Context: an optimization exercise on an open-source flow, tuned for small area and a short achievable clock period. The choices shown serve that exercise and are no tape-out recipe.
No run shown here included a check of the RTL's function; only the layout flow was run.
Power is estimated from default activity; no workload was simulated.

## flow/design.v (module list and top-level ports; edited modules follow where they fit)
// module uyvy2rgb_mul: 261 lines
// module uyvy2rgb_acc: 19 lines
// module uyvy2rgb_clamp: 19 lines
// module uyvy_to_rgb_pair_converter: 114 lines
module uyvy_to_rgb_pair_converter (
    input  logic        i_clk,
    input  logic        i_rst_n,
    input  logic        start,
    output logic        busy,
    input  logic [7:0]  i_cb_sample,
    input  logic [7:0]  i_luma_first,
    input  logic [7:0]  i_cr_sample,
    input  logic [7:0]  i_luma_second,
    output logic        o_valid,
    output logic [15:0] o_red_first,
    output logic [15:0] o_green_first,
    output logic [15:0] o_blue_first,
    output logic [15:0] o_red_second,
    output logic [15:0] o_green_second,
    output logic [15:0] o_blue_second
);
  // ...
==> flow/flow/run.sh <==
#!/bin/bash
# Own layout flow: the standard ORFS flow (standard.sh), with the input
# and output port buffers made from a plain buffer cell instead of the
# resizer's default choice. Everything else is the standard flow.
# The full make output goes to flow_make.log in the work folder; ORFS keeps
# each step's own log under orfs/logs/.
set -euo pipefail
export BUFFER_PORTS_ARGS="-buffer_cell sky130_fd_sc_hd__buf_1"
bash standard.sh finish > flow_make.log 2>&1
==> flow/standard.sh <==
#!/bin/bash
# synth_recipe.tcl (not shown) runs the flow's synth.tcl, then flattens the netlist and writes it again
# the make line also repeats each setting of config.mk as NAME=value (left out here)
make -C /OpenROAD-flow-scripts/flow DESIGN_CONFIG=/design/flow/config.mk WORK_HOME=/design/flow/orfs CLKGATE_MAP_FILE= SYNTH_SCRIPT=/design/flow/synth_recipe.tcl "${@:-finish}"
==> flow/config.mk <==
export PLATFORM = sky130hd
export DESIGN_NAME = uyvy_to_rgb_pair_converter
export DESIGN_NICKNAME = uyvy_to_rgb_pair_converter
export VERILOG_FILES = /design/flow/design.v
export SDC_FILE = /design/flow/constraint.sdc
export NUM_CORES = 4
export LEC_CHECK = 0
export CAP_MARGIN = 20
export CORE_MARGIN = 2
export CORE_UTILIZATION = 40
export SLEW_MARGIN = 20
==> flow/constraint.sdc <==
create_clock -name core_clock -period 5.5 [get_ports {i_clk}]
set_input_delay 1.1000 -clock core_clock [delete_from_list [all_inputs] [get_ports {i_clk}]]
set_output_delay 1.1000 -clock core_clock [all_outputs]
set_load 0.01 [all_outputs]
==> impl_results.md, run 1 <==
- DR top layer: met4
- Min Hold Slack: 329 ps
- WL/cell: 17.0 µm
- Met3 Resource Use GR: 3.43%
- Vias per std cell: 5.50
- Crit-path cells: fa_1, fa_1, a21o_1, a21oi_1, xnor2_1, or4_1, a2111o_1, o22ai_2, buf_4, nor2_1, buf_1
- Vias in the first global route: 8,838
- Reg2reg end: u_k.o_data[53]
- Outcome: complete, no violations
- Clk power: 655 µW
- Biggest Area Class: multi-input combinational cells
- Power Combinational: 3710 µW
- Worst Skew: 10.2 ps
- Hold_buf cts: 0
- Seq/Total Area, Yosys: 21.6%
- Int Pwr: 2750 µW
- Max cap viols: 0
- Actual slew at the worst max-slew pin: 903 ps
- Setup tns final: 0 ps
- Buf/Inv on CP: 2
- NonClk Buf Share: 5.26%
- Layout area overhead: 10.5%
- R2r worst-path depth: 15
- DR iter-0 viols: 639
- Starting Density: 40.6%
- Simple-Gate Fraction of Synth Area: 15.8%
- Area taken by multi-input logic gates: 0.00745 mm²
- Commonest cells in the netlist: nand2_1, o21ai_0, dfxtp_1
- Synth top area cells: dfxtp_1, ha_1, fa_1
- Top Ports: 133
- Met2 Routed Length: 13,400 µm
- Dpl hpwl: 23,700 µm
- Max FFs per register: 76
==> run 2, diff against run 1 <==
--- a/flow/config.mk
+++ b/flow/config.mk
@@ -8,4 +8,5 @@
 export CAP_MARGIN = 20
 export CORE_MARGIN = 2
-export CORE_UTILIZATION = 40
+export CORE_UTILIZATION = 60
+export SETUP_SLACK_MARGIN = 1.0
 export SLEW_MARGIN = 20
==> impl_results.md, run 2 <==
- CP most frequent cell: buf_4
- CP required: 4400 ps
- Most common cell in the netlist: nand2_1
- CTS root buf: clkbuf_16
- Post-synth top area share: 21.6%
- Max Slew Vio Count: 0
- Synthesized area: 0.0102 mm²
- Worst Skew: 5.56 ps (-4.65 ps)
- First-pass iteration count of the detailed router: 7
- Clock Path Buffers: 2
- Post-synth cell types: 69
- Min-delay src: u_in.o_data[21]
- R2R Path Start: u_in.o_data[8]
- Routability Congestion: 0.979
- Cts bufs inserted: 9
- Global-route wire length before repair: 45,100 µm
- Diodes inserted: 0
- Total GRT Usage: 31.7%
- Most frequent cells in the layout: nand2_1, buf_1, o21ai_0
- Dpl hpwl: 22,400 µm (-5.3%)
- Global route total overflow: 0
- Reg2reg end: u_k.o_data[53]
- RSZ-0062 raised after global routing: yes
- Min Hold Slack: 329 ps (-0.135 ps)
- Final worst-path cycle share: 84.7%
- Nets: 1,587
- Synthesis Warnings: 2
- CP Launch Type: flip-flop
- Layout area overhead: 12.8%
- R2r worst-path depth: 15 (unchanged)
- Crit Path Max Fanout: 3
- Max FFs per register: 76 (unchanged)
- Mapped Nets: 1,475
- DRC errors left: 0
- Starting Density: 61.5% (+21 points)
- Max cap viols: 0 (unchanged)
- WS Path Type: flip-flop to primary output
- Setup tns final: 0 ps (unchanged)
- Slew headroom: 39.5%
- WL/cell: 17.6 µm (+3.4%)
- Final Hold Vio Count: 0
- Worst skew pair latency: 360 ps
- Achievable clock frequency: 215 MHz
- Critical Path Max Stage Delay: 480 ps
- Actual slew at the worst max-slew pin: 902 ps (-1.35 ps)
- Crit path DAT: 3560 ps
- WHS Endpoint: u_k.o_data[13]
- Dominant cell type by area after synthesis: dfxtp_1
- Core area: 0.0166 mm²
- Worst hold path class: flip-flop to flip-flop
- Max VDD drop: 0.396 mV
- TritonCTS Sinks: 110
- Mapped Cells: 1,282
- Fraction of layout cells with a size suffix above 1: 7.51%
- Crit end category: primary output
- Seq/Total Area, Yosys: 21.6% (unchanged)
- Clk slew on worst S/H paths: 80 ps
- Buf/Inv on CP: 9 (+7)
- Number of synthesized flops with an enable pin: 0
- Die X: 134 µm
- DR iter-0 viols: 893 (+40%)
- Leakage power: 0.00506 µW
- Final Setup Violations: 0
- Commonest cells in the netlist: nand2_1, o21ai_0, dfxtp_1
- Slowest-stage cell, CP: fa_1
- Initial antenna violation count: 0
- Number of synthesized register bits: 110
- Die height: 134 µm
- Via Count: 9,684
- CTS tree: yes
- Ys flop type: dfxtp_1
- Post-DRT Antenna Nets: 0
- Top reg by flops: u_k.o_data
- Hold_buf cts: 0 (unchanged)
- Top Ports: 133 (unchanged)
- Site Rows: 47
- DRT Wirelength: 28,500 µm
- Most common cell after layout, fill and taps aside: nand2_1
- CP delay by family, top: buffers and inverters
- H-tree lvl count: 3
- Power per cell area: 527 mW/mm²
- Tmin final: 4660 ps
- Synth top area cells: dfxtp_1, ha_1, fa_1
- Worst Hold Depth: 0
- Vias per std cell: 5.98 (+8.7%)
- Die area: 0.0180 mm²
- Port bufs: 132
- Vias in the first global route: 8,829 (-0.10%)
- Async SR Flop Fraction: 0%
- Largest registers: u_k.o_data (76), u_in.o_data (32)
- Largest net degree at the start of global routing: 32
- Crit-path cells: fa_1, ha_2, fa_2, a21o_1, a21oi_2, xnor2_1, buf_4, buf_4, buf_4, buf_4, buf_4, buf_4, buf_4, buf_4, o21ai_2, buf_2
- Outcome: complete, no violations
- Avg Cell Area, Syn: 7.95 µm²
- Setup slack, reg-to-reg: 1330 ps
## run 2: what timing repair did
item	CTS	global route
setup endpoints to repair	56	81
setup buffers	12	5
pin swaps	10	12
resized for setup	30	32
cloned	0	0
## run 2: per-layer routing
layer	up-vias	GRT usage (%)	part of all wire, %
met5	-	0	0
met3	63	5.03	7.0
met2	380	50.4	46
li1	4742	-	-
met4	0	10.9	3.3
met1	4499	43.9	44
## run 2: report_power, final
part	internal (µW)	total [µW]	switching, µW
logic	1770	4210	2440
clock network	323	660	337
registers	992	1190	202
total	3080	6060	2980
## run 2: kinds of logic after synthesis
kind of cell,synth area share [%]
AO/OA/AOI/OAI,25.1
AND/OR/NAND/NOR,15.8
adder cells (fa/ha/maj),23.3
buffers and inverters,5.49
flip-flops,21.6
XOR/XNOR,8.49
multiplexers,0.307
## run 2: final cells by class
class | instances | area, µm²
multi-input cells | 1025 | 7610
inverters | 88 | 330
well taps | 220 | 275
flip-flops and latches | 110 | 2220
repair buffers | 160 | 754
fillers | 1441 | 5090
clock buffers | 9 | 225
clock inverters | 7 | 76.3
## run 2: worst max path at each step
stage                               from                  to  slack (ps)  cells after the start
final                     u_k.o_data[53]  o_green_second[12]         840                     16
after global routing      u_k.o_data[53]  o_green_second[12]         780                     16
after CTS                 u_k.o_data[53]   o_green_second[0]         890                     12
after detailed placement   u_k.o_data[1]   o_green_second[0]         720                     10
after global placement     u_k.o_data[1]   o_green_second[3]         800                     10
after floorplan            u_k.o_data[1]   o_green_second[0]        1300                      9
## run 2: stage by stage
stage               setup slack [ps]  instances  utilization [%]  power (µW)  cell area (µm²)
finish                           842       1619             69.3        6060            11500
detailed placement               720       1586             65.2        4810            10800
CTS                              889       1614             68.3        5820            11300
global route                     780       1619             69.3        6520            11500
global placement                 798       1586             65.2        4750            10800
floorplan                       1300       1282                -        3760            10200

-- separate check: timing with driven ports --
How much do the figures lean on ideal ports? The routed layouts below were timed once more, with nothing changed but the port constraints. Step 1 (the two cells are an assumption about what drives the block):
set clk [get_ports {i_clk}]
set_driving_cell -lib_cell sky130_fd_sc_hd__clkbuf_16 $clk
set_driving_cell -lib_cell sky130_fd_sc_hd__buf_2 [delete_from_list [all_inputs] $clk]
Step 2 adds t to the input delays and takes it off the output delays; t is the mean of the earliest and latest rising clock arrival at the registers after step 1. Input paths then give back, and output paths get back, about the clock's delay inside the block. a / b / c = ideal / step 1 / step 2; a / b = the first two.
run | t, ns | setup slack, ns | worst setup path after step 2 | pins driven straight from the clock port
run 1 | 0.404 | 0.275 / 0.229 / 0.633 | register to output | 1
run 2 | 0.406 | 0.842 / 0.798 / 1.204 | register to output | 1
After both steps every run listed still meets setup and hold.
